From an optimization exercise on the open Yosys and OpenROAD flow, aimed at a short achievable clock period and few clock cycles; shortcuts taken in it are not production practice.
In this exercise RTL edits were held to simulation tests only and were not proved equivalent to the original.
Power is estimated from default activity; no workload was simulated.

`constraint.sdc`:
```
create_clock -name core_clock -period 15.0 [get_ports {clk}]
set_input_delay 3.0000 -clock core_clock [delete_from_list [all_inputs] [get_ports {clk}]]
set_output_delay 3.0000 -clock core_clock [all_outputs]
set_load 0.01 [all_outputs]
```
`run.sh`:
```
#!/bin/bash
# synth_recipe.tcl (not shown) runs the flow's synth.tcl, then flattens the netlist and writes it again
# the make line also repeats each setting of config.mk as NAME=value (left out here)
make -C /OpenROAD-flow-scripts/flow DESIGN_CONFIG=/design/flow/config.mk WORK_HOME=/design/flow/orfs CLKGATE_MAP_FILE= SYNTH_SCRIPT=/design/flow/synth_recipe.tcl finish
```
`config.mk`:
```
export PLATFORM = sky130hd
export DESIGN_NAME = rv32i_core
export DESIGN_NICKNAME = rv32i_core
export VERILOG_FILES = /design/flow/design.v
export SDC_FILE = /design/flow/constraint.sdc
export NUM_CORES = 4
export LEC_CHECK = 0
export CAP_MARGIN = 20
export CORE_MARGIN = 2
export CORE_UTILIZATION = 40
export SLEW_MARGIN = 20
```
`design.v`:
```
localparam [6:0] OP_LUI   = 7'b0110111;
localparam [6:0] OP_AUIPC = 7'b0010111;
localparam [6:0] OP_JAL   = 7'b1101111;
localparam [6:0] OP_JALR  = 7'b1100111;
localparam [6:0] OP_BR    = 7'b1100011;
localparam [6:0] OP_LOAD  = 7'b0000011;
localparam [6:0] OP_STORE = 7'b0100011;
localparam [6:0] OP_IMM   = 7'b0010011;
localparam [6:0] OP_REG   = 7'b0110011;
localparam [2:0] BEQ  = 3'b000;
localparam [2:0] BNE  = 3'b001;
localparam [2:0] BLT  = 3'b100;
localparam [2:0] BGE  = 3'b101;
localparam [2:0] BLTU = 3'b110;
localparam [2:0] BGEU = 3'b111;
localparam [2:0] LB  = 3'b000;
localparam [2:0] LH  = 3'b001;
localparam [2:0] LW  = 3'b010;
localparam [2:0] LBU = 3'b100;
localparam [2:0] LHU = 3'b101;
localparam [2:0] SB = 3'b000;
localparam [2:0] SH = 3'b001;
localparam [2:0] SW = 3'b010;
localparam [2:0] F3_ADD  = 3'b000;
localparam [2:0] F3_SLL  = 3'b001;
localparam [2:0] F3_SLT  = 3'b010;
localparam [2:0] F3_SLTU = 3'b011;
localparam [2:0] F3_XOR  = 3'b100;
localparam [2:0] F3_SR   = 3'b101;  
localparam [2:0] F3_OR   = 3'b110;
localparam [2:0] F3_AND  = 3'b111;
localparam [2:0] ALU_ADD = 3'd0;
localparam [2:0] ALU_SLL = 3'd1;
localparam [2:0] ALU_SRA = 3'd2;
localparam [2:0] ALU_SUB = 3'd3;
localparam [2:0] ALU_XOR = 3'd4;
localparam [2:0] ALU_SRL = 3'd5;
localparam [2:0] ALU_OR  = 3'd6;
localparam [2:0] ALU_AND = 3'd7;
localparam [1:0] PCMUX_PC_PLUS4 = 2'd0;
localparam [1:0] PCMUX_ALU_OUT  = 2'd1;
localparam [1:0] PCMUX_ALU_MOD2 = 2'd2;  
localparam ALUMUX_RS1_OUT = 1'b0;
localparam ALUMUX_PC_OUT  = 1'b1;
localparam [2:0] ALUMUX_I_IMM   = 3'd0;
localparam [2:0] ALUMUX_U_IMM   = 3'd1;
localparam [2:0] ALUMUX_B_IMM   = 3'd2;
localparam [2:0] ALUMUX_S_IMM   = 3'd3;
localparam [2:0] ALUMUX_J_IMM   = 3'd4;
localparam [2:0] ALUMUX_RS2_OUT = 3'd5;
localparam CMPMUX_RS2_OUT = 1'b0;
localparam CMPMUX_I_IMM   = 1'b1;
localparam [3:0] RFMUX_ALU_OUT  = 4'd0;
localparam [3:0] RFMUX_BR_EN    = 4'd1;
localparam [3:0] RFMUX_U_IMM    = 4'd2;
localparam [3:0] RFMUX_LW       = 4'd3;
localparam [3:0] RFMUX_PC_PLUS4 = 4'd4;
localparam [3:0] RFMUX_LB       = 4'd5;
localparam [3:0] RFMUX_LBU      = 4'd6;
localparam [3:0] RFMUX_LH       = 4'd7;
localparam [3:0] RFMUX_LHU      = 4'd8;
`timescale 1ns/1ps
module control_rom (
    input  logic [6:0] opcode,
    input  logic [2:0] funct3,
    input  logic [6:0] funct7,
    output logic [2:0] aluop,
    output logic [2:0] cmpop,
    output logic [1:0] pcmux_sel,
    output logic       alumux1_sel,
    output logic [2:0] alumux2_sel,
    output logic       cmpmux_sel,
    output logic [3:0] regfilemux_sel,
    output logic       load_regfile,
    output logic       mem_read,
    output logic       mem_write
);
localparam [6:0] OP_LUI   = 7'b0110111;
localparam [6:0] OP_AUIPC = 7'b0010111;
localparam [6:0] OP_JAL   = 7'b1101111;
localparam [6:0] OP_JALR  = 7'b1100111;
localparam [6:0] OP_BR    = 7'b1100011;
localparam [6:0] OP_LOAD  = 7'b0000011;
localparam [6:0] OP_STORE = 7'b0100011;
localparam [6:0] OP_IMM   = 7'b0010011;
localparam [6:0] OP_REG   = 7'b0110011;
localparam [2:0] BEQ  = 3'b000;
localparam [2:0] BNE  = 3'b001;
localparam [2:0] BLT  = 3'b100;
localparam [2:0] BGE  = 3'b101;
localparam [2:0] BLTU = 3'b110;
localparam [2:0] BGEU = 3'b111;
localparam [2:0] LB  = 3'b000;
localparam [2:0] LH  = 3'b001;
localparam [2:0] LW  = 3'b010;
localparam [2:0] LBU = 3'b100;
localparam [2:0] LHU = 3'b101;
localparam [2:0] SB = 3'b000;
localparam [2:0] SH = 3'b001;
localparam [2:0] SW = 3'b010;
localparam [2:0] F3_ADD  = 3'b000;
localparam [2:0] F3_SLL  = 3'b001;
localparam [2:0] F3_SLT  = 3'b010;
localparam [2:0] F3_SLTU = 3'b011;
localparam [2:0] F3_XOR  = 3'b100;
localparam [2:0] F3_SR   = 3'b101;  
localparam [2:0] F3_OR   = 3'b110;
localparam [2:0] F3_AND  = 3'b111;
localparam [2:0] ALU_ADD = 3'd0;
localparam [2:0] ALU_SLL = 3'd1;
localparam [2:0] ALU_SRA = 3'd2;
localparam [2:0] ALU_SUB = 3'd3;
localparam [2:0] ALU_XOR = 3'd4;
localparam [2:0] ALU_SRL = 3'd5;
localparam [2:0] ALU_OR  = 3'd6;
localparam [2:0] ALU_AND = 3'd7;
localparam [1:0] PCMUX_PC_PLUS4 = 2'd0;
localparam [1:0] PCMUX_ALU_OUT  = 2'd1;
localparam [1:0] PCMUX_ALU_MOD2 = 2'd2;  
localparam ALUMUX_RS1_OUT = 1'b0;
localparam ALUMUX_PC_OUT  = 1'b1;
localparam [2:0] ALUMUX_I_IMM   = 3'd0;
localparam [2:0] ALUMUX_U_IMM   = 3'd1;
localparam [2:0] ALUMUX_B_IMM   = 3'd2;
localparam [2:0] ALUMUX_S_IMM   = 3'd3;
localparam [2:0] ALUMUX_J_IMM   = 3'd4;
localparam [2:0] ALUMUX_RS2_OUT = 3'd5;
localparam CMPMUX_RS2_OUT = 1'b0;
localparam CMPMUX_I_IMM   = 1'b1;
localparam [3:0] RFMUX_ALU_OUT  = 4'd0;
localparam [3:0] RFMUX_BR_EN    = 4'd1;
localparam [3:0] RFMUX_U_IMM    = 4'd2;
localparam [3:0] RFMUX_LW       = 4'd3;
localparam [3:0] RFMUX_PC_PLUS4 = 4'd4;
localparam [3:0] RFMUX_LB       = 4'd5;
localparam [3:0] RFMUX_LBU      = 4'd6;
localparam [3:0] RFMUX_LH       = 4'd7;
localparam [3:0] RFMUX_LHU      = 4'd8;
    always_comb begin
        aluop = ALU_ADD;
        cmpop = BEQ;
        pcmux_sel = PCMUX_PC_PLUS4;
        alumux1_sel = ALUMUX_RS1_OUT;
        alumux2_sel = ALUMUX_I_IMM;
        cmpmux_sel = CMPMUX_RS2_OUT;
        regfilemux_sel = RFMUX_ALU_OUT;
        load_regfile = 1'b0;
        mem_read = 1'b0;
        mem_write = 1'b0;
        case (opcode)
            OP_LUI: begin
                load_regfile = 1'b1;
                regfilemux_sel = RFMUX_U_IMM;
            end
            OP_AUIPC: begin
                alumux1_sel = ALUMUX_PC_OUT;
                alumux2_sel = ALUMUX_U_IMM;
                load_regfile = 1'b1;
            end
            OP_JAL: begin
                alumux1_sel = ALUMUX_PC_OUT;
                alumux2_sel = ALUMUX_J_IMM;
                pcmux_sel = PCMUX_ALU_OUT;
                load_regfile = 1'b1;
                regfilemux_sel = RFMUX_PC_PLUS4;  
            end
            OP_JALR: begin
                pcmux_sel = PCMUX_ALU_MOD2;
                load_regfile = 1'b1;
                regfilemux_sel = RFMUX_PC_PLUS4;
            end
            OP_BR: begin
                cmpop = funct3;
                alumux1_sel = ALUMUX_PC_OUT;
                alumux2_sel = ALUMUX_B_IMM;
                pcmux_sel = PCMUX_ALU_OUT;  
            end
            OP_LOAD: begin
                load_regfile = 1'b1;
                mem_read = 1'b1;
                case (funct3)
                    LB:      regfilemux_sel = RFMUX_LB;
                    LBU:     regfilemux_sel = RFMUX_LBU;
                    LH:      regfilemux_sel = RFMUX_LH;
                    LHU:     regfilemux_sel = RFMUX_LHU;
                    default: regfilemux_sel = RFMUX_LW;
                endcase
            end
            OP_STORE: begin
                alumux2_sel = ALUMUX_S_IMM;
                mem_write = 1'b1;
            end
            OP_IMM: begin
                load_regfile = 1'b1;
                case (funct3)
                    F3_SR: begin
                        aluop = funct7[5] ? ALU_SRA : ALU_SRL;
                    end
                    F3_SLT: begin
                        cmpmux_sel = CMPMUX_I_IMM;
                        cmpop = BLT;
                        regfilemux_sel = RFMUX_BR_EN;
                    end
                    F3_SLTU: begin
                        cmpmux_sel = CMPMUX_I_IMM;
                        cmpop = BLTU;
                        regfilemux_sel = RFMUX_BR_EN;
                    end
                    default: begin
                        aluop = funct3;  
                    end
                endcase
            end
            OP_REG: begin
                alumux2_sel = ALUMUX_RS2_OUT;
                load_regfile = 1'b1;
                case (funct3)
                    F3_ADD: begin
                        aluop = funct7[5] ? ALU_SUB : ALU_ADD;
                    end
                    F3_SR: begin
                        aluop = funct7[5] ? ALU_SRA : ALU_SRL;
                    end
                    F3_SLT: begin
                        cmpop = BLT;
                        regfilemux_sel = RFMUX_BR_EN;
                    end
                    F3_SLTU: begin
                        cmpop = BLTU;
                        regfilemux_sel = RFMUX_BR_EN;
                    end
                    default: begin
                        aluop = funct3;
                    end
                endcase
            end
            default: ;  
        endcase
    end
endmodule
`timescale 1ns/1ps
module regfile (
    input  logic        clk,
    input  logic        rst_n,
    input  logic        load,
    input  logic [4:0]  rs1,
    input  logic [4:0]  rs2,
    input  logic [4:0]  rd,
    input  logic [31:0] wdata,
    output logic [31:0] rs1_data,
    output logic [31:0] rs2_data
);
    logic [31:0] regs [32];
    always_ff @(posedge clk) begin
        if (!rst_n) begin
            for (int i = 0; i < 32; i++) begin
                regs[i] <= '0;
            end
        end else if (load && rd != 5'd0) begin  
            regs[rd] <= wdata;
        end
    end
    assign rs1_data = regs[rs1];
    assign rs2_data = regs[rs2];
endmodule
`timescale 1ns/1ps
module alu (
    input  logic [2:0]  aluop,
    input  logic [31:0] a,
    input  logic [31:0] b,
    output logic [31:0] f
);
localparam [6:0] OP_LUI   = 7'b0110111;
localparam [6:0] OP_AUIPC = 7'b0010111;
localparam [6:0] OP_JAL   = 7'b1101111;
localparam [6:0] OP_JALR  = 7'b1100111;
localparam [6:0] OP_BR    = 7'b1100011;
localparam [6:0] OP_LOAD  = 7'b0000011;
localparam [6:0] OP_STORE = 7'b0100011;
localparam [6:0] OP_IMM   = 7'b0010011;
localparam [6:0] OP_REG   = 7'b0110011;
localparam [2:0] BEQ  = 3'b000;
localparam [2:0] BNE  = 3'b001;
localparam [2:0] BLT  = 3'b100;
localparam [2:0] BGE  = 3'b101;
localparam [2:0] BLTU = 3'b110;
localparam [2:0] BGEU = 3'b111;
localparam [2:0] LB  = 3'b000;
localparam [2:0] LH  = 3'b001;
localparam [2:0] LW  = 3'b010;
localparam [2:0] LBU = 3'b100;
localparam [2:0] LHU = 3'b101;
localparam [2:0] SB = 3'b000;
localparam [2:0] SH = 3'b001;
localparam [2:0] SW = 3'b010;
localparam [2:0] F3_ADD  = 3'b000;
localparam [2:0] F3_SLL  = 3'b001;
localparam [2:0] F3_SLT  = 3'b010;
localparam [2:0] F3_SLTU = 3'b011;
localparam [2:0] F3_XOR  = 3'b100;
localparam [2:0] F3_SR   = 3'b101;  
localparam [2:0] F3_OR   = 3'b110;
localparam [2:0] F3_AND  = 3'b111;
localparam [2:0] ALU_ADD = 3'd0;
localparam [2:0] ALU_SLL = 3'd1;
localparam [2:0] ALU_SRA = 3'd2;
localparam [2:0] ALU_SUB = 3'd3;
localparam [2:0] ALU_XOR = 3'd4;
localparam [2:0] ALU_SRL = 3'd5;
localparam [2:0] ALU_OR  = 3'd6;
localparam [2:0] ALU_AND = 3'd7;
localparam [1:0] PCMUX_PC_PLUS4 = 2'd0;
localparam [1:0] PCMUX_ALU_OUT  = 2'd1;
localparam [1:0] PCMUX_ALU_MOD2 = 2'd2;  
localparam ALUMUX_RS1_OUT = 1'b0;
localparam ALUMUX_PC_OUT  = 1'b1;
localparam [2:0] ALUMUX_I_IMM   = 3'd0;
localparam [2:0] ALUMUX_U_IMM   = 3'd1;
localparam [2:0] ALUMUX_B_IMM   = 3'd2;
localparam [2:0] ALUMUX_S_IMM   = 3'd3;
localparam [2:0] ALUMUX_J_IMM   = 3'd4;
localparam [2:0] ALUMUX_RS2_OUT = 3'd5;
localparam CMPMUX_RS2_OUT = 1'b0;
localparam CMPMUX_I_IMM   = 1'b1;
localparam [3:0] RFMUX_ALU_OUT  = 4'd0;
localparam [3:0] RFMUX_BR_EN    = 4'd1;
localparam [3:0] RFMUX_U_IMM    = 4'd2;
localparam [3:0] RFMUX_LW       = 4'd3;
localparam [3:0] RFMUX_PC_PLUS4 = 4'd4;
localparam [3:0] RFMUX_LB       = 4'd5;
localparam [3:0] RFMUX_LBU      = 4'd6;
localparam [3:0] RFMUX_LH       = 4'd7;
localparam [3:0] RFMUX_LHU      = 4'd8;
    logic [4:0] shamt;
    assign shamt = b[4:0];
    always_comb begin
        case (aluop)
            ALU_ADD: f = a + b;
            ALU_SUB: f = a - b;
            ALU_SLL: f = a << shamt;
            ALU_SRL: f = a >> shamt;
            ALU_SRA: f = $unsigned($signed(a) >>> shamt);
            ALU_XOR: f = a ^ b;
            ALU_OR:  f = a | b;
            ALU_AND: f = a & b;
            default: f = a + b;
        endcase
    end
endmodule
`timescale 1ns/1ps
module cmp (
    input  logic [2:0]  cmpop,
    input  logic [31:0] a,
    input  logic [31:0] b,
    output logic        br_en
);
localparam [6:0] OP_LUI   = 7'b0110111;
localparam [6:0] OP_AUIPC = 7'b0010111;
localparam [6:0] OP_JAL   = 7'b1101111;
localparam [6:0] OP_JALR  = 7'b1100111;
localparam [6:0] OP_BR    = 7'b1100011;
localparam [6:0] OP_LOAD  = 7'b0000011;
localparam [6:0] OP_STORE = 7'b0100011;
localparam [6:0] OP_IMM   = 7'b0010011;
localparam [6:0] OP_REG   = 7'b0110011;
localparam [2:0] BEQ  = 3'b000;
localparam [2:0] BNE  = 3'b001;
localparam [2:0] BLT  = 3'b100;
localparam [2:0] BGE  = 3'b101;
localparam [2:0] BLTU = 3'b110;
localparam [2:0] BGEU = 3'b111;
localparam [2:0] LB  = 3'b000;
localparam [2:0] LH  = 3'b001;
localparam [2:0] LW  = 3'b010;
localparam [2:0] LBU = 3'b100;
localparam [2:0] LHU = 3'b101;
localparam [2:0] SB = 3'b000;
localparam [2:0] SH = 3'b001;
localparam [2:0] SW = 3'b010;
localparam [2:0] F3_ADD  = 3'b000;
localparam [2:0] F3_SLL  = 3'b001;
localparam [2:0] F3_SLT  = 3'b010;
localparam [2:0] F3_SLTU = 3'b011;
localparam [2:0] F3_XOR  = 3'b100;
localparam [2:0] F3_SR   = 3'b101;  
localparam [2:0] F3_OR   = 3'b110;
localparam [2:0] F3_AND  = 3'b111;
localparam [2:0] ALU_ADD = 3'd0;
localparam [2:0] ALU_SLL = 3'd1;
localparam [2:0] ALU_SRA = 3'd2;
localparam [2:0] ALU_SUB = 3'd3;
localparam [2:0] ALU_XOR = 3'd4;
localparam [2:0] ALU_SRL = 3'd5;
localparam [2:0] ALU_OR  = 3'd6;
localparam [2:0] ALU_AND = 3'd7;
localparam [1:0] PCMUX_PC_PLUS4 = 2'd0;
localparam [1:0] PCMUX_ALU_OUT  = 2'd1;
localparam [1:0] PCMUX_ALU_MOD2 = 2'd2;  
localparam ALUMUX_RS1_OUT = 1'b0;
localparam ALUMUX_PC_OUT  = 1'b1;
localparam [2:0] ALUMUX_I_IMM   = 3'd0;
localparam [2:0] ALUMUX_U_IMM   = 3'd1;
localparam [2:0] ALUMUX_B_IMM   = 3'd2;
localparam [2:0] ALUMUX_S_IMM   = 3'd3;
localparam [2:0] ALUMUX_J_IMM   = 3'd4;
localparam [2:0] ALUMUX_RS2_OUT = 3'd5;
localparam CMPMUX_RS2_OUT = 1'b0;
localparam CMPMUX_I_IMM   = 1'b1;
localparam [3:0] RFMUX_ALU_OUT  = 4'd0;
localparam [3:0] RFMUX_BR_EN    = 4'd1;
localparam [3:0] RFMUX_U_IMM    = 4'd2;
localparam [3:0] RFMUX_LW       = 4'd3;
localparam [3:0] RFMUX_PC_PLUS4 = 4'd4;
localparam [3:0] RFMUX_LB       = 4'd5;
localparam [3:0] RFMUX_LBU      = 4'd6;
localparam [3:0] RFMUX_LH       = 4'd7;
localparam [3:0] RFMUX_LHU      = 4'd8;
    always_comb begin
        case (cmpop)
            BEQ:     br_en = (a == b);
            BNE:     br_en = (a != b);
            BLT:     br_en = ($signed(a) < $signed(b));
            BGE:     br_en = ($signed(a) >= $signed(b));
            BLTU:    br_en = (a < b);
            BGEU:    br_en = (a >= b);
            default: br_en = 1'b0;
        endcase
    end
endmodule
`timescale 1ns/1ps
module datapath #(
    parameter logic [31:0] RESET_PC = 32'h0000_0000
) (
    input  logic        clk,
    input  logic        rst_n,
    input  logic [2:0]  aluop,
    input  logic [2:0]  cmpop,
    input  logic [1:0]  pcmux_sel,
    input  logic        alumux1_sel,
    input  logic [2:0]  alumux2_sel,
    input  logic        cmpmux_sel,
    input  logic [3:0]  regfilemux_sel,
    input  logic        load_regfile,
    input  logic        mem_read,
    input  logic        mem_write,
    output logic [6:0]  opcode,
    output logic [2:0]  funct3,
    output logic [6:0]  funct7,
    output logic [31:0] imem_addr,
    input  logic [31:0] imem_rdata,
    output logic [31:0] dmem_addr,
    output logic        dmem_read,
    output logic        dmem_write,
    output logic [3:0]  dmem_byte_enable,
    output logic [31:0] dmem_wdata,
    input  logic [31:0] dmem_rdata
);
localparam [6:0] OP_LUI   = 7'b0110111;
localparam [6:0] OP_AUIPC = 7'b0010111;
localparam [6:0] OP_JAL   = 7'b1101111;
localparam [6:0] OP_JALR  = 7'b1100111;
localparam [6:0] OP_BR    = 7'b1100011;
localparam [6:0] OP_LOAD  = 7'b0000011;
localparam [6:0] OP_STORE = 7'b0100011;
localparam [6:0] OP_IMM   = 7'b0010011;
localparam [6:0] OP_REG   = 7'b0110011;
localparam [2:0] BEQ  = 3'b000;
localparam [2:0] BNE  = 3'b001;
localparam [2:0] BLT  = 3'b100;
localparam [2:0] BGE  = 3'b101;
localparam [2:0] BLTU = 3'b110;
localparam [2:0] BGEU = 3'b111;
localparam [2:0] LB  = 3'b000;
localparam [2:0] LH  = 3'b001;
localparam [2:0] LW  = 3'b010;
localparam [2:0] LBU = 3'b100;
localparam [2:0] LHU = 3'b101;
localparam [2:0] SB = 3'b000;
localparam [2:0] SH = 3'b001;
localparam [2:0] SW = 3'b010;
localparam [2:0] F3_ADD  = 3'b000;
localparam [2:0] F3_SLL  = 3'b001;
localparam [2:0] F3_SLT  = 3'b010;
localparam [2:0] F3_SLTU = 3'b011;
localparam [2:0] F3_XOR  = 3'b100;
localparam [2:0] F3_SR   = 3'b101;  
localparam [2:0] F3_OR   = 3'b110;
localparam [2:0] F3_AND  = 3'b111;
localparam [2:0] ALU_ADD = 3'd0;
localparam [2:0] ALU_SLL = 3'd1;
localparam [2:0] ALU_SRA = 3'd2;
localparam [2:0] ALU_SUB = 3'd3;
localparam [2:0] ALU_XOR = 3'd4;
localparam [2:0] ALU_SRL = 3'd5;
localparam [2:0] ALU_OR  = 3'd6;
localparam [2:0] ALU_AND = 3'd7;
localparam [1:0] PCMUX_PC_PLUS4 = 2'd0;
localparam [1:0] PCMUX_ALU_OUT  = 2'd1;
localparam [1:0] PCMUX_ALU_MOD2 = 2'd2;  
localparam ALUMUX_RS1_OUT = 1'b0;
localparam ALUMUX_PC_OUT  = 1'b1;
localparam [2:0] ALUMUX_I_IMM   = 3'd0;
localparam [2:0] ALUMUX_U_IMM   = 3'd1;
localparam [2:0] ALUMUX_B_IMM   = 3'd2;
localparam [2:0] ALUMUX_S_IMM   = 3'd3;
localparam [2:0] ALUMUX_J_IMM   = 3'd4;
localparam [2:0] ALUMUX_RS2_OUT = 3'd5;
localparam CMPMUX_RS2_OUT = 1'b0;
localparam CMPMUX_I_IMM   = 1'b1;
localparam [3:0] RFMUX_ALU_OUT  = 4'd0;
localparam [3:0] RFMUX_BR_EN    = 4'd1;
localparam [3:0] RFMUX_U_IMM    = 4'd2;
localparam [3:0] RFMUX_LW       = 4'd3;
localparam [3:0] RFMUX_PC_PLUS4 = 4'd4;
localparam [3:0] RFMUX_LB       = 4'd5;
localparam [3:0] RFMUX_LBU      = 4'd6;
localparam [3:0] RFMUX_LH       = 4'd7;
localparam [3:0] RFMUX_LHU      = 4'd8;
    logic [31:0] pc;
    logic [31:0] pc_plus4;
    logic [31:0] pc_next;
    logic [31:0] instr;
    logic [31:0] i_imm;
    logic [31:0] s_imm;
    logic [31:0] b_imm;
    logic [31:0] u_imm;
    logic [31:0] j_imm;
    logic [31:0] rs1_data;
    logic [31:0] rs2_data;
    logic [31:0] alu_a;
    logic [31:0] alu_b;
    logic [31:0] alu_f;
    logic [31:0] cmp_b;
    logic        br_en;
    logic [31:0] load_shifted;
    logic [31:0] rd_wdata;
    assign instr = imem_rdata;
    assign opcode = instr[6:0];
    assign funct3 = instr[14:12];
    assign funct7 = instr[31:25];
    assign i_imm = {{21{instr[31]}}, instr[30:20]};
    assign s_imm = {{21{instr[31]}}, instr[30:25], instr[11:7]};
    assign b_imm = {{20{instr[31]}}, instr[7], instr[30:25], instr[11:8], 1'b0};
    assign u_imm = {instr[31:12], 12'h000};
    assign j_imm = {{12{instr[31]}}, instr[19:12], instr[20], instr[30:21], 1'b0};
    always_ff @(posedge clk) begin
        if (!rst_n) begin
            pc <= RESET_PC;
        end else begin
            pc <= pc_next;
        end
    end
    assign pc_plus4 = pc + 32'd4;
    assign imem_addr = pc;
    always_comb begin
        case (pcmux_sel)
            PCMUX_ALU_OUT:  pc_next = alu_f;
            PCMUX_ALU_MOD2: pc_next = {alu_f[31:1], 1'b0};
            default:        pc_next = pc_plus4;
        endcase
        if (opcode == OP_BR && !br_en) begin
            pc_next = pc_plus4;  
        end
    end
    regfile regfile_i (
        .clk      (clk),
        .rst_n    (rst_n),
        .load     (load_regfile),
        .rs1      (instr[19:15]),
        .rs2      (instr[24:20]),
        .rd       (instr[11:7]),
        .wdata    (rd_wdata),
        .rs1_data (rs1_data),
        .rs2_data (rs2_data)
    );
    assign alu_a = (alumux1_sel == ALUMUX_PC_OUT) ? pc : rs1_data;
    always_comb begin
        case (alumux2_sel)
            ALUMUX_U_IMM:   alu_b = u_imm;
            ALUMUX_B_IMM:   alu_b = b_imm;
            ALUMUX_S_IMM:   alu_b = s_imm;
            ALUMUX_J_IMM:   alu_b = j_imm;
            ALUMUX_RS2_OUT: alu_b = rs2_data;
            default:        alu_b = i_imm;
        endcase
    end
    alu alu_i (
        .aluop (aluop),
        .a     (alu_a),
        .b     (alu_b),
        .f     (alu_f)
    );
    assign cmp_b = (cmpmux_sel == CMPMUX_I_IMM) ? i_imm : rs2_data;
    cmp cmp_i (
        .cmpop (cmpop),
        .a     (rs1_data),
        .b     (cmp_b),
        .br_en (br_en)
    );
    assign dmem_addr = {alu_f[31:2], 2'b00};
    assign dmem_read = mem_read & rst_n;
    assign dmem_write = mem_write & rst_n;
    assign dmem_wdata = rs2_data << {alu_f[1:0], 3'b000};  
    always_comb begin
        dmem_byte_enable = 4'b1111;
        if (mem_write) begin
            case (funct3)
                SB:      dmem_byte_enable = 4'b0001 << alu_f[1:0];
                SH:      dmem_byte_enable = 4'b0011 << alu_f[1:0];
                SW:      dmem_byte_enable = 4'b1111;
                default: dmem_byte_enable = 4'b0000;
            endcase
        end
    end
    assign load_shifted = dmem_rdata >> {alu_f[1:0], 3'b000};
    always_comb begin
        case (regfilemux_sel)
            RFMUX_BR_EN:    rd_wdata = {31'd0, br_en};
            RFMUX_U_IMM:    rd_wdata = u_imm;
            RFMUX_LW:       rd_wdata = dmem_rdata;
            RFMUX_PC_PLUS4: rd_wdata = pc_plus4;
            RFMUX_LB:       rd_wdata = {{24{load_shifted[7]}}, load_shifted[7:0]};
            RFMUX_LBU:      rd_wdata = {24'd0, load_shifted[7:0]};
            RFMUX_LH:       rd_wdata = {{16{load_shifted[15]}}, load_shifted[15:0]};
            RFMUX_LHU:      rd_wdata = {16'd0, load_shifted[15:0]};
            default:        rd_wdata = alu_f;
        endcase
    end
endmodule
`timescale 1ns/1ps
module rv32i_core #(
    parameter logic [31:0] RESET_PC = 32'h0000_0000
) (
    input  logic        clk,
    input  logic        rst_n,
    output logic [31:0] imem_addr,
    input  logic [31:0] imem_rdata,
    output logic [31:0] dmem_addr,
    output logic        dmem_read,
    output logic        dmem_write,
    output logic [3:0]  dmem_byte_enable,
    output logic [31:0] dmem_wdata,
    input  logic [31:0] dmem_rdata
);
    logic [6:0] opcode;
    logic [2:0] funct3;
    logic [6:0] funct7;
    logic [2:0] aluop;
    logic [2:0] cmpop;
    logic [1:0] pcmux_sel;
    logic       alumux1_sel;
    logic [2:0] alumux2_sel;
    logic       cmpmux_sel;
    logic [3:0] regfilemux_sel;
    logic       load_regfile;
    logic       mem_read;
    logic       mem_write;
    control_rom control_rom_i (
        .opcode         (opcode),
        .funct3         (funct3),
        .funct7         (funct7),
        .aluop          (aluop),
        .cmpop          (cmpop),
        .pcmux_sel      (pcmux_sel),
        .alumux1_sel    (alumux1_sel),
        .alumux2_sel    (alumux2_sel),
        .cmpmux_sel     (cmpmux_sel),
        .regfilemux_sel (regfilemux_sel),
        .load_regfile   (load_regfile),
        .mem_read       (mem_read),
        .mem_write      (mem_write)
    );
    datapath #(
        .RESET_PC (RESET_PC)
    ) datapath_i (
        .clk              (clk),
        .rst_n            (rst_n),
        .aluop            (aluop),
        .cmpop            (cmpop),
        .pcmux_sel        (pcmux_sel),
        .alumux1_sel      (alumux1_sel),
        .alumux2_sel      (alumux2_sel),
        .cmpmux_sel       (cmpmux_sel),
        .regfilemux_sel   (regfilemux_sel),
        .load_regfile     (load_regfile),
        .mem_read         (mem_read),
        .mem_write        (mem_write),
        .opcode           (opcode),
        .funct3           (funct3),
        .funct7           (funct7),
        .imem_addr        (imem_addr),
        .imem_rdata       (imem_rdata),
        .dmem_addr        (dmem_addr),
        .dmem_read        (dmem_read),
        .dmem_write       (dmem_write),
        .dmem_byte_enable (dmem_byte_enable),
        .dmem_wdata       (dmem_wdata),
        .dmem_rdata       (dmem_rdata)
    );
endmodule
```
==> flow_metrics.py <==
metrics = {
    "logic_synthesis": {
        "synth_top_family_by_area": "multiplexers",
        "ys_top_cells_by_area": "edfxtp_1 (45%), mux4_2 (10%), mux2i_1 (9.8%)",
        "ys.flop_type": "edfxtp_1",
        "synth_compound_area_share_pct": 12.3,
        "async_flop_share_pct": 0,
        "avgSynthCellArea_sq_um": 11.3,
        "yosys.area.top_type_share_pct": 45.4,
        "syn_inst": 6014,
        "syn-cell-area_sq_um": 67800,
        "synth-xor-area-share_pct": 1.09,
        "ys_seq_area_share_pct": 46.3,
        "synth_simple_gate_area_share_pct": 11.8,
        "synth_edf_count": 1024,
        "yosysWarnings": 5,
        "netlist.top_cell.by_area": "edfxtp_1",
        "synth_adder_area_share_pct": 2.54,
        "synth.area.mux_share_pct": 20.9,
        "synth_seq_cells": 1056,
        "synth_cell_types": 96,
    },
    "critical_path": {
        "crit_type": "input port to primary output",
        "crit_arrival_ns": 11.22,
        "required_ns": 12.00,
        "rr_worst_depth": 26,
        "crit_fanout": 70,
        "critical_path.endpoint_type": "primary output",
        "worstSetupStartpointType": "input port",
    },
    "die": {
        "die_h_microns": 416,
        "die_area_sq_um": 173000,
        "die_w_microns": 416,
        "core_sq_um": 169000,
        "row_count": 151,
        "initial_utilization_pct": 40.1,
        "ios": 168,
    },
    "drt": {
        "num_vias": 57957,
        "route.detailed.drc": 0,
        "drt_iter0_drc": 8656,
        "avgRoutedWirePerCell_microns": 39.7,
        "avgViaCountPerCell": 6.89,
        "wirelength_microns": 334000,
        "ant_nets": 0,
        "dr.pass1.iters": 7,
    },
    "placement": {
        "dp_hpwl_microns": 224000,
        "post-place-ws_ns": 1.02,
        "gp_congestion": 1.07,
        "placement.cell_area_sq_um": 72700,
        "io_buffers": 165,
    },
    "pwr": {
        "power_leakage_nw": 28.5,
        "peakVddDrop_mv": 0.0918,
        "power.density_nw_per_um2": 117,
        "total_power_mw": 8.93,
    },
    "clock_network": {
        "cts.repair.resized": 0,
        "h-tree-depth": 3,
        "path_clk_slew_ns": 0.06,
        "cts_tree": "yes",
        "cts_buffer_depth": 3,
        "clock_latency_ns": 0.78,
        "cts_root_buffer": "clkbuf_16",
        "cts_sinks": 1056,
        "cts_made_buffers": 108,
        "cts_setup_buffers": 0,
        "cts_hold_buf": 0,
    },
    "global_routing": {
        "grt_max_degree": 96,
        "track_usage_pct": 37.8,
        "grt_pass1_wl_microns": 457000,
        "gr-total-overflow": 0,
        "grt_pass1_vias": 56443,
        "antenna_found_initial": 15,
    },
    "sta": {
        "relSlewSlack_pct": 18.1,
        "holdWs_ns": 0.574,
        "post-route-min-period_ns": 14.22,
        "worstMarginPinSlew_ns": 1.22,
        "skew_ns": 0.0575,
        "tns_ns": 0,
        "finalHoldViolCount": 0,
        "rsz0062_at_grt": "no",
        "worst_slack_ns": 0.785,
        "report.final.slew_viol_count": 0,
        "finalSetupViolations": 0,
        "max_freq_mhz": 70.3,
        "finalCritPeriodShare_pct": 94.8,
    },
    "worst_hold_path": {
        "holdPathStages": 2,
        "min_path_type": "flip-flop to flip-flop",
    },
    "cells_and_area": {
        "nets": 6303,
        "finalInstanceArea_sq_um": 76200,
        "multi_input_area_sq_um": 33700,
        "area_delta_synth_final_pct": 12.5,
        "regArea_sq_um": 31400,
        "drive_above_1_share_pct": 17.4,
        "nFillCells": 15709,
    },
    "job": {
        "drv_cap": 0,
    },
    "status": {
        "outcome": "no timing/DRC/antenna violations",
    },
}
==> cell type report <==
cell class / count / share of cell area (%)
flip-flops and latches: 1056 / 41.2
clock buffers: 128 / 3.70
multi-input cells: 4302 / 44.2
repair buffers: 523 / 5.93
inverters: 109 / 0.540
clock inverters: 69 / 0.834
diodes: 6 / 0.0197
well taps: 2218 / 3.64
==> synth_stat cells, types with 11 or more instances <==
cell,count
edfxtp_1,1024
nor2_1,952
mux2i_1,664
nand2_1,319
mux4_2,314
clkbuf_1,308
a22oi_1,305
a21oi_1,281
nor3_1,255
o21ai_0,163
ha_1,136
buf_2,116
inv_1,106
a211oi_1,60
buf_6,60
xnor2_1,59
nand3_1,57
buf_4,55
mux2_2,40
o22ai_1,40
buf_1,38
a21o_1,37
nor4_1,37
and2_1,34
a31oi_1,33
dfxtp_1,32
and3_1,27
nand2b_1,27
o21a_1,26
a221oi_1,25
xor2_1,25
nand4_1,24
o221ai_1,23
a22o_1,22
o211ai_1,21
nor3_2,20
nor2b_1,19
o31ai_1,12
a211o_1,11
a221o_1,11
==> cell usage in the layout (no fill, tap or decap), types with 158 or more instances in the layout <==
cell type        synthesis  routed
nor2_1                 952     943
edfxtp_1              1024    1024
clkdlybuf4s50_1          0     158
mux4_2                 314     314
o21ai_0                163     158
nor3_1                 255     252
buf_4                   55     346
a21oi_1                281     275
a22oi_1                305     305
mux2i_1                664     663
nand2_1                319     256
==> path summary, 6_finish.rpt <==
kind,startpoint,to,slack (ns)
worst min-delay path,datapath_i.pc[0],datapath_i.pc[0],0.57
worst max-delay path,imem_rdata[20],dmem_addr[31],0.78
worst max register to register,datapath_i.regfile_i.regs[15][9],datapath_i.regfile_i.regs[3][20],6.78
worst min register to register,datapath_i.pc[0],datapath_i.pc[0],0.57
==> state kept, by name, summed over array words and instances (netlist names) <==
register	flops
datapath_i.pc	32
datapath_i.regfile_i.regs	1024
==> cell families after synthesis <==
family                   count (synthesis)
AO/OA/AOI/OAI                         1204
XOR/XNOR                                84
adder cells (fa/ha/maj)                137
buffers and inverters                  689
flip-flops                            1056
multiplexers                          1019
other                                    1
AND/OR/NAND/NOR                       1824
==> worst max-delay path, cell delays in order <==
cell             delay [ns]
buf_8                  0.52
buf_4                  0.57
mux4_2                 0.58
mux4_2                 0.48
mux2i_1                0.65
buf_4                  0.27
o221ai_1               0.15
or4_1                  0.55
a21oi_1                0.33
nand3_1                0.43
nor2_1                 0.34
a21oi_1                0.13
xnor2_1                0.16
ha_1                   0.37
nand2_1                0.11
nor2_1                 0.05
a211oi_1               0.32
o21ai_0                0.14
a31oi_1                0.23
o21ai_0                0.13
a31oi_1                0.22
xor2_1                 0.27
xnor2_1                0.10
o211ai_1               0.34
clkdlybuf4s50_1        0.61
==> per-layer routing <==
layer  vias to the layer above  global-route usage [%]  share of wire [%]
met5                         -                       0              0.027
met4                        12                    32.6                 11
met3                      1360                    10.8                 12
met2                      4633                    57.9                 44
met1                     28866                    43.6                 33
li1                      23086                       -                  -
==> power by group <==
part           switching (mW)  internal (mW)
registers              0.0605           3.33
logic                    1.91          0.881
clock network            1.24           1.51
==> per-stage QoR <==
stage                     utilization [%]  instances
after floorplan                         -       6047
after global placement               43.0       8205
after detailed placement             43.0       8206
after CTS                            45.1       8403
after global routing                 45.1       8405
final                                45.1       8411
Testbench counts, summed over its fixed seeds: cycles 68,537.

==> afterwards: timing with drivers on the ports <==
In the flow no input, the clock included, has a driving cell. The finished layout below was timed again as built, in two steps.
Step 1 sets driving cells, clkbuf_16 on the clock port and buf_2 on the other inputs (assumed; they add their load-dependent delay and slew).
Step 2 times the ports against the registers' clock, not the clock port: input delays grow and output delays shrink by t, the midpoint of the rising clock arrivals with the driver on.
Three values: ideal ports, drivers, drivers and shift; two values: the first two.
shift t [ns]: 0.829
setup WS [ns]: 0.785 / 0.739 / 0.739
hold WS [ns]: 0.574 / 0.574 / 0.574
clock arrival spread, ns: 0.058 / 0.058
After both steps this run still meets setup and hold. The setup slack of this run moves by -0.046 ns with the drivers and by -0.046 ns with both steps.
